Background: an optimization exercise with open tools, aiming at small area. Do not read the settings as production practice. The RTL was checked by simulation tests, not by an equivalence proof against the original design. Power and IR drop assume default switching activity.

### design.v
`timescale 1ns / 1ps
package scs_pkg;
   localparam int NUM_CLUSTERS_DEF = 10;
   localparam int MAX_CHANNELS_DEF = 15;
   localparam int REQ_DATA_W = 40;
   localparam int RSP_DATA_W = 40;
   localparam int CSR_DATA_W = 24;
   localparam int CSR_IDX_W  = 3;
   localparam logic [CSR_IDX_W-1:0] REG_OPEN_SCALE = 3'd0;
   localparam logic [CSR_IDX_W-1:0] REG_REFR_PROB  = 3'd1;
   localparam logic [CSR_IDX_W-1:0] REG_CLOSE_PROB = 3'd2;
   localparam logic [CSR_IDX_W-1:0] REG_REFR_NUM   = 3'd3;
   localparam logic [CSR_IDX_W-1:0] REG_CA_REST    = 3'd4;
   localparam logic [CSR_IDX_W-1:0] REG_CA_THRESH  = 3'd5;
   localparam logic [CSR_IDX_W-1:0] REG_LEAK       = 3'd6;
   localparam logic [CSR_IDX_W-1:0] REG_PUFF       = 3'd7;
   localparam logic [23:0] OPEN_SCALE_RST = 24'd16777;
   localparam logic [23:0] REFR_PROB_RST  = 24'd335544;
   localparam logic [23:0] CLOSE_PROB_RST = 24'd838861;
   localparam logic [3:0]  REFR_NUM_RST   = 4'd3;
   localparam logic [23:0] CA_REST_RST    = 24'd13107;
   localparam logic [23:0] CA_THRESH_RST  = 24'd32768;
   localparam logic [23:0] LEAK_RST       = 24'd16777;
   localparam logic [23:0] PUFF_RST       = 24'd655;
   localparam logic [23:0] PROB_RST       = 24'd133;
endpackage
`timescale 1ns / 1ps
module stochastic_calcium_cluster_step #(
   parameter int NUM_CLUSTERS = scs_pkg::NUM_CLUSTERS_DEF,
   parameter int MAX_CHANNELS = scs_pkg::MAX_CHANNELS_DEF
) (
   input  logic                            clock,
   input  logic                            reset,
   input  logic                            req_tvalid,
   output logic                            req_tready,
   input  logic [scs_pkg::REQ_DATA_W-1:0]  req_tdata,
   input  logic                            req_tlast,
   output logic                            rsp_tvalid,
   input  logic                            rsp_tready,
   output logic [scs_pkg::RSP_DATA_W-1:0]  rsp_tdata,
   output logic                            rsp_tuser,
   input  logic                            csr_we,
   input  logic [scs_pkg::CSR_IDX_W-1:0]   csr_index,
   input  logic [scs_pkg::CSR_DATA_W-1:0]  csr_wdata
);
   localparam logic [4:0] S_INIT = 5'd0,  S_IDLE = 5'd1,  S_CMP  = 5'd2,  S_UPD  = 5'd3,
                          S_TOT  = 5'd4,  S_SD   = 5'd5,  S_LEAK = 5'd6,  S_ADD  = 5'd7,
                          S_PUFF = 5'd8,  S_CL1  = 5'd9,  S_CL2  = 5'd10, S_C2   = 5'd11,
                          S_MVB  = 5'd12, S_C3   = 5'd13, S_DEN  = 5'd14, S_DIV  = 5'd15,
                          S_QFIX = 5'd16, S_OS   = 5'd17, S_PCP  = 5'd18;
   logic [23:0] csr_q [8];
   logic [7:0]  csr_dflt;      
   logic [3:0]  refr_num_q;
   always_ff @(posedge clock) begin
      if (csr_we && csr_index != scs_pkg::REG_REFR_NUM) csr_q[csr_index] <= csr_wdata;
   end
   always_ff @(posedge clock) begin
      if (reset) begin
         csr_dflt   <= 8'hFF;
         refr_num_q <= scs_pkg::REFR_NUM_RST;
      end else if (csr_we) begin
         csr_dflt[csr_index] <= 1'b0;
         if (csr_index == scs_pkg::REG_REFR_NUM) refr_num_q <= csr_wdata[3:0];
      end
   end
   logic [4:0] st;
   logic [5:0] k;        
   logic [4:0] w;        
   logic [5:0] klast;
   logic [4:0] wlast;
   logic [4:0] st_next;
   always_comb begin
      klast   = 6'd23;
      wlast   = 5'd0;
      st_next = st + 5'd1;
      case (st)
         S_TOT:  klast = 6'd9;
         S_LEAK: begin klast = 6'd24; wlast = 5'd23; end
         S_PUFF: begin klast = 6'd24; wlast = 5'd7;  end
         S_CL1:  klast = 6'd31;
         S_C2:   begin klast = 6'd24; wlast = 5'd23; end
         S_MVB:  klast = 6'd32;
         S_C3:   begin klast = 6'd32; wlast = 5'd23; end
         S_DEN:  klast = 6'd40;
         S_DIV:  begin klast = 6'd40; wlast = 5'd23; end
         S_OS:   begin klast = 6'd24; wlast = 5'd23; end
         default: ;
      endcase
      if (st == S_PCP) st_next = S_IDLE;
   end
   logic signed [4:0] cl [10];
   logic [3:0] ci;
   logic signed [4:0] head;
   assign head = cl[0];
   logic [5:0]  idx;
   logic        idx_oob, idx_hit;
   logic [3:0]  draw;
   assign idx     = req_tdata[33:28];
   assign draw    = req_tdata[27:24];
   assign idx_oob = idx >= 6'd10;
   assign idx_hit = idx_oob || (idx[3:0] == ci);
   logic [1:0]  cls;         
   logic        lt;
   logic        rsp_valid;
   logic        accept;
   assign accept     = (st == S_UPD) && idx_hit && !(req_tlast && rsp_valid);
   assign req_tready = ((st == S_IDLE) && !req_tvalid) || accept;
   logic [40:0] A, B;
   logic [23:0] CA, P;
   logic [7:0]  T;
   logic        spike, neg, seen, yb, cy, pa, rs, ovf, ge;
   logic [2:0]  csel;
   logic        cbit;        
   logic [23:0] creg;
   logic        rbit;
   always_comb begin
      case (st)
         S_CMP:           csel = (cls == 2'd0) ? scs_pkg::REG_REFR_PROB : scs_pkg::REG_CLOSE_PROB;
         S_SD, S_DEN:     csel = scs_pkg::REG_CA_REST;
         S_LEAK:          csel = scs_pkg::REG_LEAK;
         S_PUFF:          csel = scs_pkg::REG_PUFF;
         S_CL2:           csel = scs_pkg::REG_CA_THRESH;
         default:         csel = scs_pkg::REG_OPEN_SCALE;
      endcase
      case (csel)
         3'd0:    creg = csr_q[0];
         3'd1:    creg = csr_q[1];
         3'd2:    creg = csr_q[2];
         3'd4:    creg = csr_q[4];
         3'd5:    creg = csr_q[5];
         3'd6:    creg = csr_q[6];
         default: creg = csr_q[7];
      endcase
      if (csr_dflt[csel]) begin
         case (csel)
            3'd0:    creg = scs_pkg::OPEN_SCALE_RST;
            3'd1:    creg = scs_pkg::REFR_PROB_RST;
            3'd2:    creg = scs_pkg::CLOSE_PROB_RST;
            3'd4:    creg = scs_pkg::CA_REST_RST;
            3'd5:    creg = scs_pkg::CA_THRESH_RST;
            3'd6:    creg = scs_pkg::LEAK_RST;
            default: creg = scs_pkg::PUFF_RST;
         endcase
      end
      cbit = (k < 6'd24) && creg[k[4:0]];
      rbit = req_tdata[k[4:0]];
   end
   localparam logic [23:0] CA_RST = scs_pkg::CA_REST_RST;
   localparam logic [23:0] P_RST  = scs_pkg::PROB_RST;
   logic kz;         
   assign kz = (k == 6'd0);
   logic ad_a, ad_b, ad_inv, ad_c0, ad_cin, ad_s, ad_co;
   logic y;          
   logic a_in, b_in, ca_in, p_in, ca_sh, p_sh;
   logic c3bit;
   always_comb begin
      ad_a   = 1'b0;
      ad_b   = 1'b0;
      ad_inv = 1'b0;
      ad_c0  = 1'b0;
      y      = 1'b0;
      a_in   = A[17];
      b_in   = B[0];
      ca_in  = CA[0];
      p_in   = P[0];
      ca_sh  = 1'b0;
      p_sh   = 1'b0;
      c3bit  = 1'b0;
      case (st)
         S_INIT: begin
            ca_sh = 1'b1; ca_in = CA_RST[k[4:0]];
            p_sh  = 1'b1; p_in  = P_RST[k[4:0]];
         end
         S_CMP: begin
            p_sh = 1'b1;
         end
         S_SD: begin
            ca_sh  = 1'b1;
            ad_a   = CA[0]; ad_b = cbit; ad_inv = 1'b1; ad_c0 = 1'b1;
            p_sh   = 1'b1; p_in = ad_s;
         end
         S_LEAK: begin
            y      = kz ? (P[0] ^ (neg & seen)) : yb;
            ad_a   = (w == 5'd0 || k == 6'd24) ? 1'b0 : A[17];
            ad_b   = y & cbit;
            ad_c0  = (w == 5'd23);
            a_in   = ad_s;
            p_sh   = kz;
         end
         S_ADD: begin
            ca_sh  = 1'b1;
            ad_a   = CA[0]; ad_b = A[17]; ad_inv = !neg; ad_c0 = !neg;
            a_in   = ad_s;
         end
         S_PUFF: begin
            y      = T[w[2:0]];
            ad_a   = (k == 6'd24) ? 1'b0 : A[17];
            ad_b   = y & cbit;
            a_in   = ad_s;
            p_sh   = kz; p_in = ad_s;
         end
         S_CL1: begin
            ca_sh  = (k < 6'd24);
            ca_in  = (k < 6'd8) ? P[16] : A[9];
            p_sh   = (k < 6'd8);
         end
         S_CL2: begin
            ca_sh  = 1'b1; ca_in = CA[0] | ovf;
            p_sh   = 1'b1; p_in  = ca_in;
         end
         S_C2: begin
            y      = kz ? P[0] : yb;
            ca_sh  = (k < 6'd24);
            ad_a   = (w == 5'd0 || k == 6'd24) ? 1'b0 : A[17];
            ad_b   = y & (k < 6'd24) & CA[0];
            a_in   = ad_s;
            p_sh   = kz; p_in = ad_s;
         end
         S_MVB: begin
            p_sh   = (k < 6'd8);
            b_in   = (k < 6'd8) ? P[16] : ((k < 6'd32) ? A[9] : 1'b0);
         end
         S_C3: begin
            y      = kz ? CA[0] : yb;
            ca_sh  = (k < 6'd25);
            b_in   = B[8];
            ad_a   = (w == 5'd0 || k == 6'd32) ? 1'b0 : A[9];
            ad_b   = y & B[8];
            a_in   = ad_s;
            p_sh   = kz; p_in = ad_s;
         end
         S_DEN: begin
            c3bit  = (k < 6'd8) ? P[16] : ((k < 6'd40) ? A[1] : 1'b0);
            p_sh   = (k < 6'd8);
            ad_a   = c3bit; ad_b = (k == 6'd16);
            a_in   = c3bit;
            b_in   = ad_s;
            ca_sh  = (k < 6'd24); ca_in = spike ? cbit : CA[0];
         end
         S_DIV: begin
            ad_a   = kz ? 1'b0 : pa;
            ad_b   = B[0]; ad_inv = !rs; ad_c0 = !rs;
            a_in   = ad_s;
            p_sh   = (k < 6'd23); p_in = kz ? !rs : P[0];
         end
         S_QFIX: begin
            p_sh   = 1'b1; p_in = kz ? !rs : P[0];
         end
         S_OS: begin
            y      = kz ? P[0] : yb;
            ad_a   = (w == 5'd0 || k == 6'd24) ? 1'b0 : A[17];
            ad_b   = y & cbit;
            a_in   = ad_s;
            p_sh   = kz;
         end
         S_PCP: begin
            p_sh   = 1'b1; p_in = A[17];
         end
         default: ;
      endcase
      ad_cin = kz ? ad_c0 : cy;
      ad_s   = ad_a ^ (ad_b ^ ad_inv) ^ ad_cin;
      ad_co  = (ad_a & (ad_b ^ ad_inv)) | (ad_cin & (ad_a ^ (ad_b ^ ad_inv)));
   end
   logic signed [4:0] new_s;
   always_comb begin
      new_s = head;
      if (lt) begin
         if (head[4])            new_s = head + 5'sd1;
         else if (head == 5'sd0) new_s = {1'b0, (draw == 4'd0) ? 4'd1 : draw};
         else if (head == 5'sd1) new_s = (refr_num_q == 4'd0) ? 5'sd0 : 5'(5'd1 - {1'b0, refr_num_q});
         else                    new_s = head - 5'sd1;
      end
   end
   always_ff @(posedge clock) begin
      A <= {a_in, A[40:1]};
      B <= {b_in, B[40:1]};
      if (ca_sh) CA <= {ca_in, CA[23:1]};
      if (p_sh)  P  <= {p_in, P[23:1]};
      cy <= ad_co;
      pa <= A[0];
      if (kz) yb <= y;
      for (int j = 0; j < 9; j++) cl[j] <= cl[j+1];
      if (st == S_INIT)                 cl[9] <= 5'sd0;
      else if (accept && !idx_oob)      cl[9] <= new_s;
      else                              cl[9] <= head;
      case (st)
         S_IDLE: if (req_tvalid && idx_hit) cls <= head[4] ? 2'd0 : ((head == 5'sd0) ? 2'd1 : 2'd2);
         S_CMP:  if ((rbit ^ ((cls == 2'd1) ? P[0] : cbit)) || kz) lt <= !rbit & ((cls == 2'd1) ? P[0] : cbit);
         S_TOT:  T <= (kz ? 8'd0 : T) + (head[4] ? 8'd0 : {4'd0, head[3:0]});
         S_SD:   begin
            seen <= 1'b0;
            if (k == 6'd23) neg <= !ad_co;
         end
         S_LEAK: if (kz) seen <= seen | P[0];
         S_CL1:  ovf <= (k < 6'd24) ? 1'b0 : (ovf | A[9]);
         S_CL2:  begin
            if ((ca_in ^ cbit) || kz) ge <= (ca_in ^ cbit) ? ca_in : 1'b1;
            if (k == 6'd23) spike <= ((ca_in ^ cbit) ? ca_in : ((kz) ? 1'b1 : ge));
         end
         S_DEN:  rs <= 1'b0;
         S_DIV:  if (k == 6'd40) rs <= ad_s;
         default: ;
      endcase
   end
   always_ff @(posedge clock) begin
      if (reset) begin
         st        <= S_INIT;
         k         <= 6'd0;
         w         <= 5'd0;
         ci        <= 4'd0;
         rsp_valid <= 1'b0;
      end else begin
         ci <= (ci == 4'd9) ? 4'd0 : ci + 4'd1;
         if (st == S_DEN && k == 6'd40) rsp_valid <= 1'b1;
         else if (rsp_tready)           rsp_valid <= 1'b0;
         case (st)
            S_IDLE: if (req_tvalid && idx_hit) st <= S_CMP;
            S_UPD:  if (accept) st <= req_tlast ? S_TOT : S_IDLE;
            default: begin
               if (k == klast) begin
                  k <= 6'd0;
                  if (w == wlast) begin
                     w  <= 5'd0;
                     st <= st_next;
                  end else begin
                     w <= w + 5'd1;
                  end
               end else begin
                  k <= k + 6'd1;
               end
            end
         endcase
      end
   end
   assign rsp_tvalid = rsp_valid;
   assign rsp_tdata  = {6'd0, CA, 2'd0, T};
   assign rsp_tuser  = spike;
endmodule
### config.mk
export PLATFORM = sky130hd
export DESIGN_NAME = stochastic_calcium_cluster_step
export DESIGN_NICKNAME = stochastic_calcium_cluster_step
export VERILOG_FILES = /design/flow/design.v
export SDC_FILE = /design/flow/constraint.sdc
export NUM_CORES = 4
export LEC_CHECK = 0
export CAP_MARGIN = 20
export CORE_MARGIN = 2
export CORE_UTILIZATION = 40
export PLACE_DENSITY = 0.6
export SLEW_MARGIN = 20
### run.sh
#!/bin/bash
# synth_recipe.tcl (not shown) runs the flow's synth.tcl, then flattens the netlist and writes it again
# the make line also repeats each setting of config.mk as NAME=value (left out here)
make -C /OpenROAD-flow-scripts/flow DESIGN_CONFIG=/design/flow/config.mk WORK_HOME=/design/flow/orfs CLKGATE_MAP_FILE= SYNTH_SCRIPT=/design/flow/synth_recipe.tcl finish
### constraint.sdc
create_clock -name core_clock -period 11.0 [get_ports {clock}]
set_input_delay 2.2000 -clock core_clock [delete_from_list [all_inputs] [get_ports {clock}]]
set_output_delay 2.2000 -clock core_clock [all_outputs]
set_load 0.01 [all_outputs]
==> results of run 1 <==
==> state kept, by name, indices dropped and copies added, names as in the netlist, 6 cells and up <==
register and cells:
B 41, CA 24, P 24, A 41
csr_q 168, csr_dflt 7, k 6, cl 50
T 8
==> stage by stage <==
stage	area, um^2	std cells	util, %	power [mW]	hold WS, ns
5_1_grt	18700	1877	48.2	3.85	0.320
4_1_cts	18700	1877	48.2	3.73	0.320
3_5_place_dp	17400	1801	44.9	2.40	0.312
6_report	18700	1877	48.2	3.70	0.322
2_1_floorplan	15800	1232	-	2.15	0.310
3_3_place_gp	17400	1801	44.9	2.39	0.310
==> layer usage <==
metal / vias to the layer above / wire (um) / GRT usage, %
met1: 5062 / 17000 / 25.3
li1: 4786 / - / -
met2: 368 / 17600 / 29.7
met4: 0 / 1060 / 6.33
met3: 76 / 2500 / 3.31
met5: - / 0 / 0
==> layout by cell type, fill, tap and decap left out, drive strengths merged, types with 8 or more instances in the layout <==
master         netlist  final
a211oi              11     11
a21o                18     18
a21oi               53     53
a221o                8      8
a221oi              18     18
a22oi               16     16
a31oi               11     11
and2                 9      9
and3                10     10
buf                 31     23
clkbuf              42     56
clkdlybuf4s50        0    101
clkinv               1     16
conb                 1      8
dfxtp              173    173
edfxtp             234    234
ha                  31     31
inv                 39     42
mux2i               18     18
mux4                12     12
nand2               80     80
nand2b              14     14
nand3               20     20
nand4               14     14
nor2               100    100
nor2b               12     12
nor3                22     22
o211ai              11     11
o21ai               52     52
o22ai               10     10
o31ai                9      9
xnor2               14     14
xor2                14     14
==> cell usage after synthesis (20+ instances only) <==
cell type	n
a21oi_1	53
clkbuf_1	42
dfxtp_1	173
edfxtp_1	234
ha_1	31
inv_1	39
nand2_1	80
nand3_1	20
nor2_1	98
nor3_1	22
o21ai_0	52
==> cell families after synthesis <==
group           count (synthesis)  share of synthesized area [%]
fa+ha+maj                      33                           2.71
xor+xnor                       28                           1.55
flops                         407                           66.3
compound gates                280                           12.6
other cells                     1                         0.0237
simple gates                  328                           10.4
buf+inv                       113                           3.15
mux                            35                           3.20
==> layout make-up <==
type | instances | area, um^2 | area share, %
clock buffer | 56 | 1200 | 6.39
multi-input combinational | 712 | 4950 | 26.4
tap | 518 | 648 | 3.46
clock inverter | 20 | 105 | 0.561
sequential | 407 | 10500 | 56.0
timing repair buffer | 124 | 1180 | 6.32
inverter | 40 | 150 | 0.802
==> power by group through the flow <==
stage	sequential, mW	combinational [mW]	clock [mW]
after CTS	1.84	0.534	1.36
final	1.83	0.536	1.33
after detailed placement	1.86	0.533	0
after floorplan	1.86	0.286	0
after global placement	1.87	0.526	0
after global routing	1.85	0.581	1.42
==> how the worst min path moves through the flow <==
stage | startpoint | endpoint | slack [ns] | cells past startpoint
2_1_floorplan | A[11] | A[10] | 0.31 | 0
3_3_place_gp | cl[7][3] | cl[6][3] | 0.31 | 0
3_5_place_dp | A[13] | A[12] | 0.31 | 0
4_1_cts | cl[6][3] | cl[5][3] | 0.32 | 0
5_1_grt | B[28] | B[27] | 0.32 | 0
6_report | cl[6][3] | cl[5][3] | 0.32 | 0
==> critical path: cells and delay by family <==
kind                      cells  cell delay, ns
xor gates and xnor gates      1            0.14
and+or+nand+nor               1            0.22
AOI/OAI and AO/OA             2            0.76
buffers and inverters         2            1.11
==> impl_metrics.toml, run 1 <==
[layout]
drive_gt1_share_pct = 9.42
final_nets = 1432
syn_to_final_growth_pct = 18.4
fill_cells = 3450
antenna_cells = 0

[setup_path]
startpoint = "req_tdata[31]"
reg2reg_depth = 15
cp-start-kind = "input pin"
critPathMaxStageDelay_ns = 0.59
reg2reg_from = "st[0]"
worst_ep_arrival_time_ns = 4.44
cp-endpoint = "req_tready"
r2r_end = "P[23]"
crit_chain = "clkdlybuf4s50_1 -> xnor2_1 -> nand4_1 -> a221oi_1 -> o21bai_1 -> clkdlybuf4s50_1"
critPathMaxFanout = 4
ff2ff_setup_slack_ns = 4.95
cpMaxStageDelayCell = "clkdlybuf4s50_1"
critPathCaptureType = "primary output"
worst_ep_required_time_ns = 8.80
cp_common_cell = "clkdlybuf4s50_1"
crit_type = "input pin to primary output"

[sta]
max-slew-margin-rel_pct = 31.0
slew_viol_final = 0
fin_skew_ns = 0.0185
finalHoldViolations = 0
post-route-min-period_ns = 6.64
fmax_ghz = 0.151
worst_pin_slew_ns = 1.03
setup_viol = 0
fin_setup_tns_ns = 0
rsz0062_at_grt = "no"
fin_crit_sh_pct = 60.3
fin_ws_ns = 4.36

[floorplan]
initial_core_util_pct = 40.7
fp.coreArea_um2 = 38800
die_height_um = 203
die_w_um = 203
rows = 72
io-pin-count = 116
die-area_um2 = 41100

[clock_network]
clockBufferDepth = 3
cts-htree-levels = 2
cts.sinks = 407
cts_inserted_buffers = 41
postCtsResizedCells = 0
cts_tree = "yes"
insertion_delay_ns = 0.54
clk_pin_slew_ns = 0.06
cts_setup_buffers = 0
holdBufCountCts = 0
cts.root.buffer_cell = "clkbuf_16"

[yosys]
synth.avg_cell_area_um2 = 12.9
ys_types = 84
ys_seq_elements = 407
synth_top_area_cell = "edfxtp_1"
synth_area_um2 = 15800
synth_area_leaders = "edfxtp_1 (44%), dfxtp_1 (22%), ha_1 (2.5%)"
synth.top_cell.area_share_pct = 44.4
synth_cells = 1225
yosysWarningCount = 2
synth-edff-count = 234
seq_area_frac_synth_pct = 66.3
async_reset_ff_share_pct = 0
synthFlopType = "edfxtp_1"

[drt]
final_antenna_net_count = 0
vias = 10300
drt_wl_total_mm = 38.2
drt_iter0_drc = 825
drt_pass1_iterations = 5
drc = 0
via_per_inst = 5.48
wl_per_cell_um = 20.4

[placed_design]
place_congestion = 0.896
post-place-ws_ns = 4.35
portBuffers = 101
dp_hpwl_mm = 24.5

[grt]
antenna_found_initial = 0
grt_pass1_wl_mm = 58.7
grtUsageTotal_pct = 18.5
grt_pass1_vias = 10100
grt_start_max_net_pins = 40
grt-ovfl-total = 0

[pwr]
combPwrFrac_pct = 14.5
power.leakage_nw = 6.58
p_clk_share_pct = 36.0
power_switching_mw = 0.940
swShare_pct = 25.4
p_seq_share_pct = 49.5
p_int_mw = 2.76
ir_worst_vdd_mv = 0.118
power_density_nw_per_um2 = 198

[flow_run]
drv_cap = 0

[run_status]
status = "finished clean"

[min_path]
min_path_type = "flip-flop to flip-flop"
==> run 2: changes to the inputs <==
==> flow/run.sh (new file) <==
#!/bin/bash
# Own flow: the standard synthesis, then its combinational logic mapped
# again by ABC for area (registers keep their names, cells and connections),
# then the standard layout of that netlist, with the smallest buffer
# for the port buffers and a clock tree without dummy loads.
# Each tool's output goes to a log file in the work folder.
set -euo pipefail
W=$PWD
R=$W/orfs/results/$FLOW_PLATFORM/stochastic_calcium_cluster_step/base
P=$FLOW_HOME/platforms/$FLOW_PLATFORM
LIB=$P/lib/sky130_fd_sc_hd__tt_025C_1v80.lib
YOSYS=$FLOW_HOME/../tools/install/yosys/bin/yosys
[ -x "$YOSYS" ] || YOSYS=yosys
export BUFFER_PORTS_ARGS="-buffer_cell sky130_fd_sc_hd__buf_1"
export CTS_ARGS="-sink_clustering_enable -repair_clock_nets -dont_use_dummy_load -buf_list sky130_fd_sc_hd__clkbuf_8 -sink_clustering_size 18 -sink_clustering_max_diameter 80"

bash standard.sh synth > synth.log 2>&1
cp "$R/1_2_yosys.v" "$W/standard_synth.v"
DU=$(sed -n '/DONT_USE_CELLS/,/^#/p' "$P/config.mk" | grep -o 'sky130_fd_sc_hd__[a-z0-9_]*' | sed 's/^/-dont_use /' | tr '\n' ' ')
sed -e "s#@LIB@#$LIB#g" -e "s#@IN@#$W/standard_synth.v#" -e "s#@OUT@#$R/1_2_yosys.v#" \
    -e "s#@ABC@#$W/flow/area.abc#" -e "s#@DU@#$DU#" -e "s#@TOP@#$FLOW_TOP#" \
    flow/resyn.ys > "$W/resyn.ys"
"$YOSYS" -s "$W/resyn.ys" > resyn.log 2>&1
rm -f "$R/1_synth.odb" "$R/1_synth.sdc"
bash standard.sh finish > layout.log 2>&1
==> flow/area.abc (new file) <==
strash
&get -n
&deepsyn -T 60
&put
dch -f
amap
==> flow/resyn.ys (new file) <==
# Re-map the combinational logic of the standard synthesis for area.
# Registers (and the tie cell) are black boxes here, so they keep their
# names, cells and connections; everything between them is flattened to
# gates and mapped again by ABC.
read_liberty -ignore_miss_func @LIB@
read_verilog @IN@
hierarchy -top @TOP@
setattr -mod -set blackbox 1 sky130_fd_sc_hd__df* sky130_fd_sc_hd__edf* sky130_fd_sc_hd__sdf* sky130_fd_sc_hd__dl* sky130_fd_sc_hd__conb_1
flatten
opt -purge
abc -script @ABC@ -liberty @LIB@ @DU@
opt_clean -purge
setundef -zero
splitnets
opt_clean -purge
rename -hide w:*.*
opt_clean -purge
hilomap -singleton -hicell sky130_fd_sc_hd__conb_1 HI -locell sky130_fd_sc_hd__conb_1 LO
insbuf -buf sky130_fd_sc_hd__buf_4 A X
check
tee -o resyn_stat.txt stat -liberty @LIB@
write_verilog -noattr -nohex -nodec @OUT@
==> standard.sh (new file) <==
#!/bin/bash
# synth_recipe.tcl (not shown) runs the flow's synth.tcl, then flattens the netlist and writes it again
# the make line also repeats each setting of config.mk as NAME=value (left out here)
make -C /OpenROAD-flow-scripts/flow DESIGN_CONFIG=/design/flow/config.mk WORK_HOME=/design/flow/orfs CLKGATE_MAP_FILE= SYNTH_SCRIPT=/design/flow/synth_recipe.tcl "${@:-finish}"
removed: run.sh
==> impl_metrics.toml, run 2 <==
[setup_path]
cp-start-kind = "flip-flop"
r2r_end = "B[40]"
crit_family = "compound AO/OA/AOI/OAI gates"
worst_ep_arrival_time_ns = 7.24
cpMaxStageDelayCell = "a2111oi_0"
worst_ep_required_time_ns = 11.48
path_buf_inv = 8
cp_common_cell = "clkinv_1"
critPathMaxStageDelay_ns = 0.76
startpoint = "st[3]"
critPathCaptureType = "flip-flop"
crit_type = "flip-flop to flip-flop"
cp-endpoint = "B[40]"
ff2ff_setup_slack_ns = 4.24
crit_cells = 26
reg2reg_from = "st[3]"
reg2reg_depth = 26
critPathMaxFanout = 25

[clock_network]
cts.root.buffer_cell = "clkbuf_8"
cts_setup_buffers = 0
cts_inserted_buffers = 27
clockBufferDepth = 3
cts.sinks = 407
cts_tree = "yes"
clk_pin_slew_ns = 0.11
cts-htree-levels = 1
insertion_delay_ns = 0.61
postCtsResizedCells = 0
holdBufCountCts = 0

[grt]
grt-ovfl-total = 0
grt_pass1_wl_mm = 51.3
antenna_found_initial = 0
grt_pass1_vias = 8849
grtUsageTotal_pct = 18.3
grt_start_max_net_pins = 29

[drt]
drt_wl_total_mm = 33.7
drt_pass1_iterations = 6
drt_iter0_drc = 719
via_per_inst = 5.47
final_antenna_net_count = 0
drc = 0
vias = 9268
wl_per_cell_um = 19.9

[layout]
final_nets = 1313
antenna_cells = 0
final_cell_mix = "edfxtp_1 (234), dfxtp_1 (173), nor2_1 (120)"
drive_gt1_share_pct = 5.01
seq_area_um2 = 10500
fill_cells = 3210
top_register = "csr_q"
multi_input_area_um2 = 3310
syn_to_final_growth_pct = 10.8
final_common_cell = "edfxtp_1"
reg_top3 = "csr_q (168), cl (50)"
utilization_pct = 45.1
largest_register_ffs = 168

[floorplan]
die-area_um2 = 36900
die_height_um = 192
die_w_um = 192
initial_core_util_pct = 40.7
fp.coreArea_um2 = 34700
io-pin-count = 116
rows = 68

[sta]
finalHoldViolations = 0
fin_crit_sh_pct = 61.5
max-slew-margin-rel_pct = 35.0
fin_skew_ns = 0.0709
setup_viol = 0
rsz0062_at_grt = "no"
post-route-min-period_ns = 6.76
fin_setup_tns_ns = 0
fmax_ghz = 0.148
slew_viol_final = 0
worst_pin_slew_ns = 0.950

[pwr]
ir_worst_vdd_mv = 0.102
total_power_mw = 2.44
power.leakage_nw = 5.07
power_density_nw_per_um2 = 156

[yosys]
synth.avg_cell_area_um2 = 13.0
yosysWarningCount = 2
synth_area_um2 = 14100
synth_cells = 1085

[flow_run]
drv_cap = 0

[run_status]
status = "finished clean"

[placed_design]
dp_hpwl_mm = 22.3
portBuffers = 101
place_congestion = 0.889

[min_path]
min_path_type = "flip-flop to flip-flop"
==> run 2: cell type report <==
class	count	area share (%)
clock buffers	27	2.37
inverters	96	2.30
multi-input cells	582	21.1
flip-flops and latches	407	66.9
well taps	455	3.63
repair buffers	126	3.62
==> run 2: stage by stage <==
step / cell area (um^2) / cells / hold slack [ns] / setup WS, ns
finish: 15700 / 1693 / 0.306 / 4.24
global route: 15700 / 1693 / 0.328 / 3.86
CTS: 15700 / 1693 / 0.323 / 4.50
detailed placement: 15300 / 1666 / 0.312 / 4.59
global placement: 15300 / 1666 / 0.310 / 4.57
floorplan: 14200 / 1092 / 0.310 / 4.46
==> run 2: worst min-delay path by stage <==
stage | end | slack [ns] | startpoint | depth (start not counted)
after floorplan | A[10] | 0.31 | A[11] | 0
after CTS | A[39] | 0.32 | A[40] | 0
after detailed placement | A[37] | 0.31 | A[38] | 0
final | A[39] | 0.31 | A[40] | 0
after global placement | cl[3][2] | 0.31 | cl[4][2] | 0
after global routing | B[5] | 0.33 | B[6] | 0
==> run 2: per-layer routing <==
metal | up-vias | track usage, % | part of all wire (%)
met5 | - | 0 | 0
met4 | 0 | 6.05 | 3.4
met3 | 70 | 2.58 | 6.8
met2 | 372 | 29.9 | 46
met1 | 4483 | 25.1 | 44
li1 | 4343 | - | -
==> run 2: report_power, final <==
group          switching [mW]  internal (mW)
Sequential             0.0163           1.65
Clock                   0.427          0.220
Combinational          0.0848         0.0379
Total                   0.528           1.91
==> run 3: changes to the inputs <==
--- a/design.v
+++ b/design.v
@@ -50,17 +50,19 @@
                           S_QFIX = 5'd16, S_OS   = 5'd17, S_PCP  = 5'd18;
    logic [23:0] csr_q [8];
    logic [7:0]  csr_dflt;      
+   logic [6:0]  dflt_q;        
+   assign csr_dflt = {dflt_q[6:3], 1'b0, dflt_q[2:0]};
    logic [3:0]  refr_num_q;
    always_ff @(posedge clock) begin
       if (csr_we && csr_index != scs_pkg::REG_REFR_NUM) csr_q[csr_index] <= csr_wdata;
    end
    always_ff @(posedge clock) begin
       if (reset) begin
-         csr_dflt   <= 8'hFF;
+         dflt_q     <= 7'h7F;
          refr_num_q <= scs_pkg::REFR_NUM_RST;
       end else if (csr_we) begin
-         csr_dflt[csr_index] <= 1'b0;
          if (csr_index == scs_pkg::REG_REFR_NUM) refr_num_q <= csr_wdata[3:0];
+         else dflt_q[(csr_index > 3'd3) ? csr_index - 3'd1 : csr_index] <= 1'b0;
       end
    end
    logic [4:0] st;
@@ -69,25 +71,15 @@
    logic [5:0] klast;
    logic [4:0] wlast;
    logic [4:0] st_next;
-   always_comb begin
-      klast   = 6'd23;
-      wlast   = 5'd0;
-      st_next = st + 5'd1;
-      case (st)
-         S_TOT:  klast = 6'd9;
-         S_LEAK: begin klast = 6'd24; wlast = 5'd23; end
-         S_PUFF: begin klast = 6'd24; wlast = 5'd7;  end
-         S_CL1:  klast = 6'd31;
-         S_C2:   begin klast = 6'd24; wlast = 5'd23; end
-         S_MVB:  klast = 6'd32;
-         S_C3:   begin klast = 6'd32; wlast = 5'd23; end
-         S_DEN:  klast = 6'd40;
-         S_DIV:  begin klast = 6'd40; wlast = 5'd23; end
-         S_OS:   begin klast = 6'd24; wlast = 5'd23; end
-         default: ;
-      endcase
-      if (st == S_PCP) st_next = S_IDLE;
-   end
+   logic m25, m33, m41;
+   assign m25     = (st == S_LEAK) || (st == S_PUFF) || (st == S_C2) || (st == S_OS);
+   assign m33     = (st == S_MVB) || (st == S_C3);
+   assign m41     = (st == S_DEN) || (st == S_DIV);
+   assign klast   = m25 ? 6'd24 : m33 ? 6'd32 : m41 ? 6'd40 :
+                    (st == S_CL1) ? 6'd31 : (st == S_TOT) ? 6'd9 : 6'd23;
+   assign wlast   = (st == S_PUFF) ? 5'd7 :
+                    (m25 || st == S_C3 || st == S_DIV) ? 5'd23 : 5'd0;
+   assign st_next = (st == S_PCP) ? S_IDLE : st + 5'd1;
    logic signed [4:0] cl [10];
    logic [3:0] ci;
    logic signed [4:0] head;
==> impl_metrics.toml, run 3 <==
[run_status]
status = "finished clean"

[drt]
via_per_inst = 5.52
wl_per_cell_um = 20.0
drt_wl_total_mm = 33.5
drt_iter0_drc = 869
drt_pass1_iterations = 5
vias = 9218
drc = 0
final_antenna_net_count = 0

[layout]
seq_area_um2 = 10300
fill_cells = 3244
final_common_cell = "edfxtp_1"
syn_to_final_growth_pct = 10.8
top_register = "csr_q"
final_nets = 1290
reg_top3 = "csr_q (168), cl (50)"
utilization_pct = 44.9
final_cell_mix = "edfxtp_1 (234), dfxtp_1 (166), nor2_1 (160)"
drive_gt1_share_pct = 4.77
multi_input_area_um2 = 3250
largest_register_ffs = 168
final_cell_count_no_fill = 1671

[setup_path]
reg2reg_from = "st[3]"
reg2reg_depth = 20
cp-start-kind = "flip-flop"
worst_ep_arrival_time_ns = 7.09
startpoint = "st[3]"
worst_ep_required_time_ns = 11.28
critPathMaxFanout = 23
critPathCaptureType = "flip-flop"
r2r_end = "P[23]"
crit_type = "flip-flop to flip-flop"
ff2ff_setup_slack_ns = 4.19

[min_path]
min_from = "cl[4][1]"
hold_depth = 0
holdPathEnd = "cl[3][1]"
min_path_type = "flip-flop to flip-flop"

[sta]
finalHoldViolations = 0
slew_viol_final = 0
max-slew-margin-rel_pct = 32.4
worst_pin_slew_ns = 1.00
fin_setup_tns_ns = 0
rsz0062_at_grt = "no"
fmax_ghz = 0.147
fin_crit_sh_pct = 61.9
post-route-min-period_ns = 6.81
setup_viol = 0
fin_skew_ns = 0.119

[flow_run]
drv_cap = 0

[clock_network]
holdBufCountCts = 0
postCtsResizedCells = 0
cts.sinks = 400
clockBufferDepth = 3
insertion_delay_ns = 0.62
cts_setup_buffers = 0
clk_pin_slew_ns = 0.10
cts_tree = "yes"
cts-htree-levels = 1
cts.root.buffer_cell = "clkbuf_8"
cts_inserted_buffers = 27

[floorplan]
die_w_um = 191
fp.coreArea_um2 = 34400
die_height_um = 191
io-pin-count = 116
die-area_um2 = 36300
rows = 68
initial_core_util_pct = 40.5

[placed_design]
dp_cells = 1643
portBuffers = 101
dp_hpwl_mm = 22.5
place_congestion = 0.911

[grt]
grt_pass1_wl_mm = 50.1
grt_start_max_net_pins = 26
antenna_found_initial = 1
grt-ovfl-total = 0
grt_pass1_vias = 8589
grtUsageTotal_pct = 18.1

[yosys]
yosysWarningCount = 2
synth_cells = 1065
synth_area_um2 = 13900
synth.avg_cell_area_um2 = 13.1

[pwr]
ir_worst_vdd_mv = 0.129
power.leakage_nw = 5.05
power_density_nw_per_um2 = 172
## run 3: changes by cell type in the layout (fill, tap and decap cells not counted), sizes merged, moves of 11 or more
cell | before | now
nor2 | 121 | 160
a221oi | 27 | 13
nand2 | 98 | 52
a222oi | 7 | 24
a21oi | 27 | 38
## run 3: worst max-delay path, stage by stage (launching register included)
cell	delay, ns
dfxtp_1	0.61
nand3_1	0.16
nor2_1	0.11
buf_4	0.32
clkinv_1	0.24
nor2_1	0.68
clkinv_1	0.60
o211ai_1	0.62
clkinv_1	0.27
and3_1	0.24
nor4_1	0.25
o41ai_1	0.15
a21boi_0	0.16
o41ai_1	0.65
clkinv_1	0.33
nor2_1	0.18
a311oi_1	0.08
a21oi_1	0.27
nor2_1	0.08
a21oi_1	0.32
o221ai_1	0.20
## run 3: layout make-up
type / instances / area share [%]
sequential: 400 / 67.1
inverter: 92 / 2.24
multi-input combinational: 573 / 21.1
antenna: 1 / 0.0162
tap: 455 / 3.69
timing repair buffer: 123 / 3.53
clock buffer: 27 / 2.41
## run 3: routing by layer
metal	wire length [um]	global-route usage, %	vias to the layer above
li1	-	-	4294
met1	14700	25.3	4458
met2	15100	28.5	401
met3	2780	3.22	65
met4	971	6.38	0
met5	0	0	-
## run 3: report_power, final
part	internal [mW]	switching, mW	total (mW)
sequential	1.73	0.0581	1.79
clock	0.220	0.414	0.634
combinational	0.0711	0.161	0.232
## run 3: per-stage QoR
stage	total power, mW	instance area (um^2)	hold slack, ns	setup slack (ns)
after floorplan	1.94	14000	0.310	5.50
after global placement	2.05	15100	0.311	4.32
after detailed placement	2.06	15100	0.312	4.28
after CTS	2.68	15400	0.331	4.24
after global routing	2.77	15400	0.336	3.81
final	2.66	15400	0.328	4.19
## run 3: worst max-delay path by stage
stage / end / cells past startpoint / slack [ns]
6_report: P[23] / 20 / 4.19
5_1_grt: P[23] / 20 / 3.81
4_1_cts: P[23] / 21 / 4.24
3_5_place_dp: P[23] / 20 / 4.28
3_3_place_gp: P[23] / 20 / 4.32
2_1_floorplan: P[23] / 22 / 5.50
==> run 4: changes to the inputs <==
--- a/design.v
+++ b/design.v
@@ -92,7 +92,7 @@
    assign idx_oob = idx >= 6'd10;
    assign idx_hit = idx_oob || (idx[3:0] == ci);
    logic [1:0]  cls;         
-   logic        lt;
+   logic        lt;          
    logic        rsp_valid;
    logic        accept;
    assign accept     = (st == S_UPD) && idx_hit && !(req_tlast && rsp_valid);
@@ -101,6 +101,14 @@
    logic [23:0] CA, P;
    logic [7:0]  T;
    logic        spike, neg, seen, yb, cy, pa, rs, ovf, ge;
+   logic        sg, so;
+   assign neg   = sg;
+   assign rs    = sg;
+   assign seen  = so;
+   assign ovf   = so;
+   assign spike = ge;
+   assign cls   = {yb, sg};
+   assign lt    = so;
    logic [2:0]  csel;
    logic        cbit;        
    logic [23:0] creg;
@@ -271,27 +279,29 @@
       if (p_sh)  P  <= {p_in, P[23:1]};
       cy <= ad_co;
       pa <= A[0];
-      if (kz) yb <= y;
+      if (kz && (st == S_LEAK || st == S_C2 || st == S_C3 || st == S_OS)) yb <= y;
       for (int j = 0; j < 9; j++) cl[j] <= cl[j+1];
       if (st == S_INIT)                 cl[9] <= 5'sd0;
       else if (accept && !idx_oob)      cl[9] <= new_s;
       else                              cl[9] <= head;
       case (st)
-         S_IDLE: if (req_tvalid && idx_hit) cls <= head[4] ? 2'd0 : ((head == 5'sd0) ? 2'd1 : 2'd2);
-         S_CMP:  if ((rbit ^ ((cls == 2'd1) ? P[0] : cbit)) || kz) lt <= !rbit & ((cls == 2'd1) ? P[0] : cbit);
+         S_IDLE: if (req_tvalid && idx_hit) begin
+            yb <= !head[4] && (head != 5'sd0);
+            sg <= (head == 5'sd0);
+         end
+         S_CMP:  if ((rbit ^ ((cls == 2'd1) ? P[0] : cbit)) || kz) so <= !rbit & ((cls == 2'd1) ? P[0] : cbit);
          S_TOT:  T <= (kz ? 8'd0 : T) + (head[4] ? 8'd0 : {4'd0, head[3:0]});
          S_SD:   begin
-            seen <= 1'b0;
-            if (k == 6'd23) neg <= !ad_co;
+            so <= 1'b0;
+            if (k == 6'd23) sg <= !ad_co;
          end
-         S_LEAK: if (kz) seen <= seen | P[0];
-         S_CL1:  ovf <= (k < 6'd24) ? 1'b0 : (ovf | A[9]);
+         S_LEAK: if (kz) so <= so | P[0];
+         S_CL1:  so <= (k < 6'd24) ? 1'b0 : (so | A[9]);
          S_CL2:  begin
             if ((ca_in ^ cbit) || kz) ge <= (ca_in ^ cbit) ? ca_in : 1'b1;
-            if (k == 6'd23) spike <= ((ca_in ^ cbit) ? ca_in : ((kz) ? 1'b1 : ge));
          end
-         S_DEN:  rs <= 1'b0;
-         S_DIV:  if (k == 6'd40) rs <= ad_s;
+         S_DEN:  sg <= 1'b0;
+         S_DIV:  if (k == 6'd40) sg <= ad_s;
          default: ;
       endcase
    end
==> impl_metrics.toml, run 4 <==
[run_status]
status = "finished clean"

[clock_network]
cts_tree = "yes"
clockBufferDepth = 3
insertion_delay_ns = 0.61
holdBufCountCts = 0
cts_setup_buffers = 0
cts.sinks = 394
cts-htree-levels = 1
cts.root.buffer_cell = "clkbuf_8"
postCtsResizedCells = 0
clk_pin_slew_ns = 0.12
cts_inserted_buffers = 25

[drt]
drt_wl_total_mm = 34.4
final_antenna_net_count = 0
drc = 0
drt_iter0_drc = 840
via_per_inst = 5.50
vias = 9154
drt_pass1_iterations = 5
wl_per_cell_um = 20.7

[grt]
top_usage_layer = "met2"
grt.met3_usage_pct = 3.65
use_met1_pct = 27.1
grtUsageTotal_pct = 19.2
antenna_found_initial = 0
grt_start_max_net_pins = 32
grt-ovfl-total = 0
grt_pass1_wl_mm = 52.0
grt_pass1_vias = 8604
met2_usage_pct = 30.5

[placed_design]
portBuffers = 101
dp_cells = 1640
dp_hpwl_mm = 23.0
dpl_cell_area_um2 = 14800
post-place-ws_ns = 4.96
place_congestion = 0.915

[layout]
reg_top3 = "csr_q (168), cl (50)"
final_cell_mix = "edfxtp_1 (227), dfxtp_1 (167), nor2_1 (158)"
final_cell_count_no_fill = 1665
antenna_cells = 0
multi_input_area_um2 = 3190
syn_to_final_growth_pct = 10.6
largest_register_ffs = 168
stdcell_area_um2 = 15200
drive_gt1_share_pct = 4.52
seq_area_um2 = 10200
final_nets = 1292
fill_cells = 3095
final_common_cell = "edfxtp_1"
utilization_pct = 45.1
top_register = "csr_q"

[floorplan]
die-area_um2 = 35800
die_w_um = 189
initial_core_util_pct = 40.8
io-pin-count = 116
rows = 67
die_height_um = 189
fp.coreArea_um2 = 33600

[sta]
fin_crit_sh_pct = 55.8
setup_viol = 0
post-route-min-period_ns = 6.13
slew_viol_final = 0
worst_pin_slew_ns = 0.980
fin_ws_ns = 4.87
finalHoldViolations = 0
hold_slack_ns = 0.329
rsz0062_at_grt = "no"
max-slew-margin-rel_pct = 34.4
fin_skew_ns = 0.0362
fin_setup_tns_ns = 0
fmax_ghz = 0.163

[setup_path]
critPathMaxFanout = 31
worst_ep_arrival_time_ns = 6.52
cp_common_cell = "nor2_1"
ff2ff_setup_slack_ns = 4.87
worst_ep_required_time_ns = 11.39
critPathCaptureType = "flip-flop"
crit_type = "flip-flop to flip-flop"
cp-start-kind = "flip-flop"
crit_family = "simple AND/OR/NAND/NOR gates"
critPathMaxStageDelay_ns = 0.53
cpMaxStageDelayCell = "dfxtp_1"
path_buf_inv = 7

[yosys]
synth_cells = 1071
synth_area_um2 = 13700
synth.avg_cell_area_um2 = 12.8
yosysWarningCount = 2

[pwr]
power_density_nw_per_um2 = 168
total_power_mw = 2.55
power.leakage_nw = 4.94
ir_worst_vdd_mv = 0.129

[flow_run]
drv_cap = 0

[min_path]
min_path_type = "flip-flop to flip-flop"
[run 4: cell type report]
class	count	area share, %
Timing Repair Buffer	121	3.49
Clock buffer	25	2.27
Tap cell	448	3.70
Inverter	101	2.50
Sequential cell	394	67.0
Multi-Input combinational cell	576	21.0
[run 4: per-layer routing]
| metal | vias to the layer above | wire length (um) |
|---|---|---|
| met1 | 4438 | 15200 |
| li1 | 4266 | - |
| met2 | 391 | 15600 |
| met4 | 0 | 848 |
| met5 | - | 0 |
| met3 | 59 | 2720 |
[run 4: final timing paths]
check,start,depth (start not counted),to
setup / recovery,st[3],28,P[23]
hold / removal,B[6],0,B[5]
setup reg to reg,st[3],28,P[23]
hold reg to reg,B[6],0,B[5]
[run 4: power breakdown]
group	internal [mW]	leakage, nW	total (mW)	switching (mW)
clock	0.205	0.180	0.613	0.408
sequential	1.66	3.45	1.71	0.0467
combinational	0.0711	1.32	0.231	0.160
total	1.94	4.94	2.55	0.615
==> run 5: changes to the inputs <==
==> flow/run.sh (replaced) <==
#!/bin/bash
# Own flow: the standard synthesis, then its combinational logic mapped
# again by ABC for area (registers keep their names, cells and connections;
# three ABC seeds are tried and the smallest netlist is kept), then the standard flow's
# standard layout of that netlist, with the smallest buffer for the port
# buffers and a clock tree without dummy loads.
# Each tool's output goes to a log file in the work folder.
set -euo pipefail
W=$PWD
R=$W/orfs/results/$FLOW_PLATFORM/stochastic_calcium_cluster_step/base
P=$FLOW_HOME/platforms/$FLOW_PLATFORM
LIB=$P/lib/sky130_fd_sc_hd__tt_025C_1v80.lib
YOSYS=$FLOW_HOME/../tools/install/yosys/bin/yosys
[ -x "$YOSYS" ] || YOSYS=yosys
export BUFFER_PORTS_ARGS="-buffer_cell sky130_fd_sc_hd__buf_1"
export CTS_ARGS="-sink_clustering_enable -repair_clock_nets -dont_use_dummy_load -buf_list sky130_fd_sc_hd__clkbuf_8 -sink_clustering_size 18 -sink_clustering_max_diameter 60"

bash standard.sh synth > synth.log 2>&1
cp "$R/1_2_yosys.v" "$W/standard_synth.v"
DU=$(sed -n '/DONT_USE_CELLS/,/^#/p' "$P/config.mk" | grep -o 'sky130_fd_sc_hd__[a-z0-9_]*' | sed 's/^/-dont_use /' | tr '\n' ' ')
for s in 0 1 2; do
  sed -e "s#@SEED@#$s#" flow/area.abc > "$W/area_$s.abc"
  sed -e "s#@LIB@#$LIB#g" -e "s#@IN@#$W/standard_synth.v#" -e "s#@OUT@#$W/resyn_$s.v#" \
      -e "s#@ABC@#$W/area_$s.abc#" -e "s#@DU@#$DU#" -e "s#@TOP@#$FLOW_TOP#" \
      -e "s#@STAT@#$W/resyn_stat_$s.txt#" flow/resyn.ys > "$W/resyn_$s.ys"
  "$YOSYS" -s "$W/resyn_$s.ys" > "resyn_$s.log" 2>&1 &
done
wait
best=$(for s in 0 1 2; do
  a=$(awk '/Chip area/ {print $NF}' "$W/resyn_stat_$s.txt" 2>/dev/null)
  [ -n "$a" ] && [ -s "$W/resyn_$s.v" ] && echo "$a $s"
done | sort -g | head -n 1 | awk '{print $2}')
[ -n "$best" ]
echo "kept ABC seed $best" > resyn_choice.log
cp "$W/resyn_$best.v" "$R/1_2_yosys.v"
rm -f "$R/1_synth.odb" "$R/1_synth.sdc"
bash standard.sh finish > layout.log 2>&1
==> flow/area.abc (replaced) <==
strash
&get -n
&deepsyn -T 60 -S @SEED@
&put
&get -n
&dch -f
&nf -R 1000 -p -F 10 -C 32
&put
--- a/flow/resyn.ys
+++ b/flow/resyn.ys
@@ -18,5 +18,5 @@
 hilomap -singleton -hicell sky130_fd_sc_hd__conb_1 HI -locell sky130_fd_sc_hd__conb_1 LO
 insbuf -buf sky130_fd_sc_hd__buf_4 A X
 check
-tee -o resyn_stat.txt stat -liberty @LIB@
+tee -o @STAT@ stat -liberty @LIB@
 write_verilog -noattr -nohex -nodec @OUT@
==> impl_metrics.toml, run 5 <==
[clock_network]
clk_pin_slew_ns = 0.08
cts.sinks = 394
cts_tree = "yes"
cts_setup_buffers = 0
cts-htree-levels = 1
clockBufferDepth = 3
cts.root.buffer_cell = "clkbuf_8"
cts_inserted_buffers = 30
postCtsResizedCells = 0
holdBufCountCts = 0
insertion_delay_ns = 0.63

[grt]
grt_start_max_net_pins = 32
grt_pass1_wl_mm = 49.7
grt_pass1_vias = 8702
grtUsageTotal_pct = 18.1
antenna_found_initial = 1
grt-ovfl-total = 0

[floorplan]
fp.coreArea_um2 = 33500
initial_core_util_pct = 40.7
die-area_um2 = 35600
die_w_um = 189
die_height_um = 189
rows = 67
io-pin-count = 116

[layout]
final_common_cell = "edfxtp_1"
final_cell_count_no_fill = 1589
reg_top3 = "csr_q (168), cl (50)"
syn_to_final_growth_pct = 11.3
antenna_cells = 0
fill_cells = 3091
seq_area_um2 = 10200
top_register = "csr_q"
final_cell_mix = "edfxtp_1 (227), dfxtp_1 (167), nand2_1 (103)"
drive_gt1_share_pct = 5.61
final_nets = 1216
multi_input_area_um2 = 3480
largest_register_ffs = 168
utilization_pct = 45.3

[yosys]
synth_area_um2 = 13600
yosysWarningCount = 2
synth_cells = 991
synth.avg_cell_area_um2 = 13.8

[sta]
fin_crit_sh_pct = 49.6
fin_ws_ns = 5.54
worst_pin_slew_ns = 0.905
fmax_ghz = 0.183
slew_viol_final = 0
fin_setup_tns_ns = 0
setup_viol = 0
max-slew-margin-rel_pct = 39.4
post-route-min-period_ns = 5.46
rsz0062_at_grt = "no"
fin_skew_ns = 0.0898
finalHoldViolations = 0

[setup_path]
critPathMaxFanout = 3
crit_family = "compound AO/OA/AOI/OAI gates"
critPathCaptureType = "primary output"
cpMaxStageDelayCell = "a31oi_1"
worst_ep_arrival_time_ns = 3.26
ff2ff_setup_slack_ns = 5.57
path_buf_inv = 2
crit_type = "input pin to primary output"
cp_common_cell = "buf_1"
cp-start-kind = "input pin"
worst_ep_required_time_ns = 8.80
critPathMaxStageDelay_ns = 0.27
crit_chain = "buf_1 -> xnor2_1 -> nand4_1 -> a31oi_1 -> nand2_1 -> o21ai_0 -> buf_1"

[drt]
via_per_inst = 5.56
drt_iter0_drc = 608
final_antenna_net_count = 0
drt_pass1_iterations = 8
drt_wl_total_mm = 32.6
wl_per_cell_um = 20.5
drc = 0
vias = 8838

[pwr]
power.leakage_nw = 4.99
power_density_nw_per_um2 = 168
ir_worst_vdd_mv = 0.126

[min_path]
min_path_type = "flip-flop to flip-flop"

[placed_design]
dp_cells = 1559
dp_hpwl_mm = 20.9
post-place-ws_ns = 5.56
place_congestion = 0.924
portBuffers = 101

[run_status]
status = "finished clean"

[flow_run]
drv_cap = 0
-- run 5: area by class of cell --
type,count,area share (%)
clock buffers,30,2.72
well taps,448,3.69
repair buffers,120,3.43
inverters,14,0.346
flip-flops and latches,394,66.9
multi-input cells,583,22.9
-- run 5: layer usage --
layer	vias to the layer above	part of all wire, %	GRT usage [%]
li1	4127	-	-
met1	4287	41	22.6
met2	330	48	30.8
met3	92	6.4	3.20
met4	2	4.3	8.47
met5	-	0.040	0
-- run 5: per-stage QoR --
| stage | power, mW | instance area, um^2 | hold WS (ns) |
|---|---|---|---|
| after floorplan | 1.83 | 13700 | 0.310 |
| after global placement | 1.93 | 14800 | 0.311 |
| after detailed placement | 1.93 | 14800 | 0.312 |
| after CTS | 2.58 | 15200 | 0.284 |
| after global routing | 2.66 | 15200 | 0.287 |
| final | 2.56 | 15200 | 0.285 |
-- run 5: power by group --
part	total (mW)	internal, mW	switching, mW
combinational	0.204	0.0646	0.139
clock	0.656	0.242	0.414
sequential	1.69	1.65	0.0411
-- run 5: worst paths after layout --
check / end / cells past startpoint / from
worst min register to register: A[39] / 0 / A[40]
worst max register to register: A[40] / 19 / st[0]
worst min-delay path: A[39] / 0 / A[40]
worst max-delay path: req_tready / 7 / req_tdata[30]
==> run 6: changes to the inputs <==
--- a/design.v
+++ b/design.v
@@ -111,7 +111,11 @@
    assign lt    = so;
    logic [2:0]  csel;
    logic        cbit;        
-   logic [23:0] creg;
+   logic [23:0] kd, cmix;
+   logic [7:0]  csel_oh;
+   localparam logic [191:0] CSR_RST = {scs_pkg::PUFF_RST, scs_pkg::LEAK_RST,
+      scs_pkg::CA_THRESH_RST, scs_pkg::CA_REST_RST, 24'd0, scs_pkg::CLOSE_PROB_RST,
+      scs_pkg::REFR_PROB_RST, scs_pkg::OPEN_SCALE_RST};
    logic        rbit;
    always_comb begin
       case (st)
@@ -122,28 +126,15 @@
          S_CL2:           csel = scs_pkg::REG_CA_THRESH;
          default:         csel = scs_pkg::REG_OPEN_SCALE;
       endcase
-      case (csel)
-         3'd0:    creg = csr_q[0];
-         3'd1:    creg = csr_q[1];
-         3'd2:    creg = csr_q[2];
-         3'd4:    creg = csr_q[4];
-         3'd5:    creg = csr_q[5];
-         3'd6:    creg = csr_q[6];
-         default: creg = csr_q[7];
-      endcase
-      if (csr_dflt[csel]) begin
-         case (csel)
-            3'd0:    creg = scs_pkg::OPEN_SCALE_RST;
-            3'd1:    creg = scs_pkg::REFR_PROB_RST;
-            3'd2:    creg = scs_pkg::CLOSE_PROB_RST;
-            3'd4:    creg = scs_pkg::CA_REST_RST;
-            3'd5:    creg = scs_pkg::CA_THRESH_RST;
-            3'd6:    creg = scs_pkg::LEAK_RST;
-            default: creg = scs_pkg::PUFF_RST;
-         endcase
+      csel_oh = 8'd1 << csel;
+      for (int j = 0; j < 24; j++) begin
+         kd[j]   = (k == 6'(j));
+         cmix[j] = 1'b0;
+         for (int i = 0; i < 8; i++)
+            if (i != 3) cmix[j] = cmix[j] | (csel_oh[i] & (csr_dflt[i] ? CSR_RST[i*24+j] : csr_q[i][j]));
       end
-      cbit = (k < 6'd24) && creg[k[4:0]];
-      rbit = req_tdata[k[4:0]];
+      cbit = |(cmix & kd);
+      rbit = |(req_tdata[23:0] & kd);
    end
    localparam logic [23:0] CA_RST = scs_pkg::CA_REST_RST;
    localparam logic [23:0] P_RST  = scs_pkg::PROB_RST;
==> impl_metrics.toml, run 6 <==
[run_status]
status = "finished clean"

[clock_network]
clockBufferDepth = 3
cts.root.buffer_cell = "clkbuf_8"
postCtsResizedCells = 0
cts_setup_buffers = 0
holdBufCountCts = 0
cts_inserted_buffers = 30
cts-htree-levels = 1
cts.sinks = 394
insertion_delay_ns = 0.61
cts_tree = "yes"
clk_pin_slew_ns = 0.10

[sta]
post-route-min-period_ns = 5.88
fin_crit_sh_pct = 53.5
fin_skew_ns = 0.0467
slew_viol_final = 0
finalHoldViolations = 0
rsz0062_at_grt = "no"
worst_pin_slew_ns = 1.04
fmax_ghz = 0.170
max-slew-margin-rel_pct = 30.1
setup_viol = 0
hold_slack_ns = 0.304
fin_setup_tns_ns = 0

[floorplan]
initial_core_util_pct = 40.5
rows = 67
fp.coreArea_um2 = 33400
die-area_um2 = 35300
die_height_um = 188
die_w_um = 188
io-pin-count = 116

[flow_run]
drv_cap = 0

[drt]
drt_pass1_iterations = 8
drt_iter0_drc = 876
via_per_inst = 5.50
final_antenna_net_count = 0
vias = 8545
drt_wl_total_mm = 32.0
wl_per_cell_um = 20.6
drc = 0

[placed_design]
dp_cells = 1524
portBuffers = 101
place_congestion = 0.920
dpl_cell_area_um2 = 14700
dp_hpwl_mm = 20.3

[yosys]
synth.avg_cell_area_um2 = 14.1
yosysWarningCount = 2
synth_area_um2 = 13500
synth_cells = 955

[setup_path]
ff2ff_setup_slack_ns = 5.12
cpMaxStageDelayCell = "and2_0"
worst_ep_required_time_ns = 11.33
cp_common_cell = "nand2_1"
worst_ep_arrival_time_ns = 6.21
critPathMaxStageDelay_ns = 0.62
crit_chain = "nor2b_1 -> and2_0 -> nand2_1 -> nand2_1 -> nor4_2 -> buf_4 -> a222oi_1 -> a41oi_1 -> a21oi_1 -> a31oi_1 -> o2111ai_1 -> o211ai_1 -> o21ai_0 -> o211a_1 -> xnor2_1 -> xor2_1 -> nand2_1 -> o21ai_0 -> o41ai_1"
r2r_end = "sg"
critPathCaptureType = "flip-flop"
critPathMaxFanout = 16
reg2reg_from = "st[3]"
crit_type = "flip-flop to flip-flop"
reg2reg_depth = 19
cp-start-kind = "flip-flop"

[min_path]
min_path_type = "flip-flop to flip-flop"
holdPathEnd = "cl[5][0]"
hold_depth = 0
min_from = "cl[6][0]"

[grt]
antenna_found_initial = 2
grt-ovfl-total = 0
grt_start_max_net_pins = 26
grt_pass1_vias = 8214
grtUsageTotal_pct = 18.0
grt_pass1_wl_mm = 49.1

[pwr]
power.leakage_nw = 4.93
ir_worst_vdd_mv = 0.105
power_density_nw_per_um2 = 158
total_power_mw = 2.38

[layout]
largest_register_ffs = 168
final_nets = 1181
final_cell_count_no_fill = 1555
reg_top3 = "csr_q (168), cl (50)"
top_register = "csr_q"
drive_gt1_share_pct = 5.88
final_common_cell = "edfxtp_1"
final_cell_mix = "edfxtp_1 (227), dfxtp_1 (167), buf_1 (101)"
stdcell_area_um2 = 15100
syn_to_final_growth_pct = 11.6
## run 6: worst max path at each step
stage / startpoint / end / slack [ns] / cells after the start
floorplan: req_tdata[28] / req_tready / 5.61 / 4
global placement: req_tdata[29] / req_tready / 5.27 / 6
detailed placement: st[3] / P[23] / 5.27 / 18
CTS: req_tdata[29] / req_tready / 5.27 / 6
global route: st[3] / P[23] / 4.66 / 18
finish: st[3] / sg / 5.12 / 19
## run 6: worst max-delay path: cells and delay by family (launching register included)
family | cells | cell delay, ns
flops | 1 | 0.59
simple gates | 6 | 2.16
buf+inv | 1 | 0.25
compound gates | 10 | 2.07
xor+xnor | 2 | 0.57
## run 6: layout make-up
cell class | count | area (um^2)
Clock buffer | 30 | 413
Timing Repair Buffer | 121 | 529
Antenna cell | 1 | 2.50
Inverter | 7 | 26.3
Tap cell | 448 | 561
Sequential cell | 394 | 10200
Multi-Input combinational cell | 554 | 3380
Fill cell | 3074 | 18300
## run 6: power by group
group | internal [mW] | switching [mW]
clock network | 0.243 | 0.415
logic | 0.0321 | 0.0660
registers | 1.60 | 0.0211
total | 1.88 | 0.502
## run 6: routing by layer
layer  global-route usage (%)  part of all wire [%]
met4                     4.97                   2.7
met2                     28.9                    46
met1                     25.2                    44
met5                        0                 0.041
met3                     3.22                   7.7
## run 6: per-stage QoR
step | setup WS, ns | util [%]
2_1_floorplan | 5.61 | -
3_3_place_gp | 5.27 | 43.9
3_5_place_dp | 5.27 | 43.9
4_1_cts | 5.27 | 45.2
5_1_grt | 4.66 | 45.2
6_report | 5.12 | 45.2
==> run 7: changes to the inputs <==
--- a/flow/run.sh
+++ b/flow/run.sh
@@ -1,7 +1,7 @@
 #!/bin/bash
 # Own flow: the standard synthesis, then its combinational logic mapped
 # again by ABC for area (registers keep their names, cells and connections;
-# three ABC seeds are tried and the smallest netlist is kept), then the standard flow's
+# five ABC seeds are tried and the smallest netlist is kept), then the standard flow's
 # standard layout of that netlist, with the smallest buffer for the port
 # buffers and a clock tree without dummy loads.
 # Each tool's output goes to a log file in the work folder.
@@ -18,7 +18,7 @@
 bash standard.sh synth > synth.log 2>&1
 cp "$R/1_2_yosys.v" "$W/standard_synth.v"
 DU=$(sed -n '/DONT_USE_CELLS/,/^#/p' "$P/config.mk" | grep -o 'sky130_fd_sc_hd__[a-z0-9_]*' | sed 's/^/-dont_use /' | tr '\n' ' ')
-for s in 0 1 2; do
+for s in 0 1 2 3 4; do
   sed -e "s#@SEED@#$s#" flow/area.abc > "$W/area_$s.abc"
   sed -e "s#@LIB@#$LIB#g" -e "s#@IN@#$W/standard_synth.v#" -e "s#@OUT@#$W/resyn_$s.v#" \
       -e "s#@ABC@#$W/area_$s.abc#" -e "s#@DU@#$DU#" -e "s#@TOP@#$FLOW_TOP#" \
@@ -26,7 +26,7 @@
   "$YOSYS" -s "$W/resyn_$s.ys" > "resyn_$s.log" 2>&1 &
 done
 wait
-best=$(for s in 0 1 2; do
+best=$(for s in 0 1 2 3 4; do
   a=$(awk '/Chip area/ {print $NF}' "$W/resyn_stat_$s.txt" 2>/dev/null)
   [ -n "$a" ] && [ -s "$W/resyn_$s.v" ] && echo "$a $s"
 done | sort -g | head -n 1 | awk '{print $2}')
==> flow/area.abc (replaced) <==
strash
&get -n
&deepsyn -T 90 -S @SEED@
&put
&get -n
&dch -f
&nf -R 1000 -p -F 10 -C 32
&put
==> impl_metrics.toml, run 7 <==
[run_status]
status = "finished clean"

[flow_run]
drv_cap = 0

[sta]
setup_viol = 0
hold_slack_ns = 0.304
worst_pin_slew_ns = 1.04
finalHoldViolations = 0
fin_setup_tns_ns = 0
fin_ws_ns = 5.12
max-slew-margin-rel_pct = 30.1
slew_viol_final = 0
fin_skew_ns = 0.0467
rsz0062_at_grt = "no"
fmax_ghz = 0.170
post-route-min-period_ns = 5.88
fin_crit_sh_pct = 53.5

[setup_path]
critPathMaxFanout = 16
critPathCaptureType = "flip-flop"
worst_ep_required_time_ns = 11.33
cp-start-kind = "flip-flop"
reg2reg_depth = 19
worst_ep_arrival_time_ns = 6.21
crit_type = "flip-flop to flip-flop"

[layout]
final_common_cell = "edfxtp_1"
final_nets = 1181
fill_cells = 3074
syn_to_final_growth_pct = 11.6
utilization_pct = 45.2
final_cell_mix = "edfxtp_1 (227), dfxtp_1 (167), buf_1 (101)"
final_cell_count_no_fill = 1555
drive_gt1_share_pct = 5.88
top_register = "csr_q"
largest_register_ffs = 168
stdcell_area_um2 = 15100
reg_top3 = "csr_q (168), cl (50)"

[grt]
top_usage_layer = "met2"
grt_pass1_wl_mm = 49.1
antenna_found_initial = 2
met2_usage_pct = 28.9
grt_start_max_net_pins = 26
grt_pass1_vias = 8214
grt-ovfl-total = 0
grt.met3_usage_pct = 3.22
grtUsageTotal_pct = 18.0
use_met1_pct = 25.2

[yosys]
synth_cells = 955
synth_area_um2 = 13500
synth.avg_cell_area_um2 = 14.1
yosysWarningCount = 2

[floorplan]
die_w_um = 188
initial_core_util_pct = 40.5
rows = 67
die-area_um2 = 35300
die_height_um = 188
fp.coreArea_um2 = 33400
io-pin-count = 116

[drt]
vias = 8545
drt_wl_total_mm = 32.0
drt_iter0_drc = 876
drc = 0
via_per_inst = 5.50
final_antenna_net_count = 0
wl_per_cell_um = 20.6
drt_pass1_iterations = 8

[placed_design]
dpl_cell_area_um2 = 14700
portBuffers = 101
dp_cells = 1524
place_congestion = 0.920
dp_hpwl_mm = 20.3
post-place-ws_ns = 5.27

[clock_network]
cts_setup_buffers = 0
insertion_delay_ns = 0.61
cts.root.buffer_cell = "clkbuf_8"
cts_inserted_buffers = 30
cts.sinks = 394
cts-htree-levels = 1
clk_pin_slew_ns = 0.10
clockBufferDepth = 3
postCtsResizedCells = 0
cts_tree = "yes"
holdBufCountCts = 0

[pwr]
ir_worst_vdd_mv = 0.105
power.leakage_nw = 4.93
total_power_mw = 2.38
power_density_nw_per_um2 = 158

[min_path]
hold_depth = 0
min_path_type = "flip-flop to flip-flop"
## run 7: cell counts in the layout (fill, tap and decap cells not counted)
No cell type changed its count.
## run 7: worst max-delay path, stage by stage, from the launching register on
cell	delay [ns]
dfxtp_1	0.59
nor2b_1	0.35
and2_0	0.62
nand2_1	0.38
nand2_1	0.62
nor4_2	0.10
buf_4	0.25
a222oi_1	0.37
a41oi_1	0.21
a21oi_1	0.19
a31oi_1	0.07
o2111ai_1	0.20
o211ai_1	0.34
o21ai_0	0.24
o211a_1	0.25
xnor2_1	0.16
xor2_1	0.41
nand2_1	0.09
o21ai_0	0.10
o41ai_1	0.10
## run 7: power breakdown
group          internal, mW  total (mW)  switching [mW]
clock                 0.243       0.657           0.415
combinational        0.0321      0.0980          0.0660
sequential             1.60        1.63          0.0211
## run 7: layer usage
layer / part of all wire (%) / up-vias
met5: 0.041 / -
met4: 2.7 / 2
met3: 7.7 / 62
met2: 46 / 356
met1: 44 / 4149
li1: - / 3976
## run 7: cell type report
cell class                 count  area [um^2]  area share, %
antenna                        1         2.50         0.0166
clock buffer                  30          413           2.74
inverter                       7         26.3          0.174
multi-input combinational    554         3380           22.4
sequential                   394        10200           67.4
tap                          448          561           3.72
timing repair buffer         121          529           3.51
## run 7: final timing paths
kind | start | end | slack, ns
hold reg to reg | cl[6][0] | cl[5][0] | 0.30
hold / removal | cl[6][0] | cl[5][0] | 0.30
setup / recovery | st[3] | sg | 5.12
setup reg to reg | st[3] | sg | 5.12

[separate check: timing with driven ports]
The flow's constraints put no driver on any port. The routed layouts listed below were extracted and timed again, unchanged, in two steps.
Step 1 sets driving cells, clkbuf_16 on the clock port and buf_2 on the other inputs (assumed; they add their load-dependent delay and slew).
Step 2 times the ports against the registers' clock, not the clock port: input delays grow and output delays shrink by t, the midpoint of the rising clock arrivals with the driver on.
Slacks: ideal ports / drivers / drivers and shift; pairs: ideal ports / drivers.
run	t, ns	setup slack, ns	worst setup path at the end	latest minus earliest clock arrival (ns)
run 1	0.579	4.363 / 4.325 / 4.325	input to output	0.021 / 0.021
run 2	0.624	4.239 / 4.239 / 4.239	register to register	0.078 / 0.078
run 3	0.611	4.187 / 4.187 / 4.187	register to register	0.119 / 0.120
run 4	0.633	4.867 / 4.867 / 4.867	register to register	0.039 / 0.039
run 5	0.635	5.541 / 5.513 / 5.513	input to output	0.090 / 0.090
run 6	0.617	5.116 / 5.116 / 5.116	register to register	0.066 / 0.065
run 7	0.617	5.116 / 5.116 / 5.116	register to register	0.066 / 0.065
After both steps every run listed still meets setup and hold. The setup slack of run 1, which loses most, moves by -0.038 ns with the drivers and by -0.038 ns with both steps.
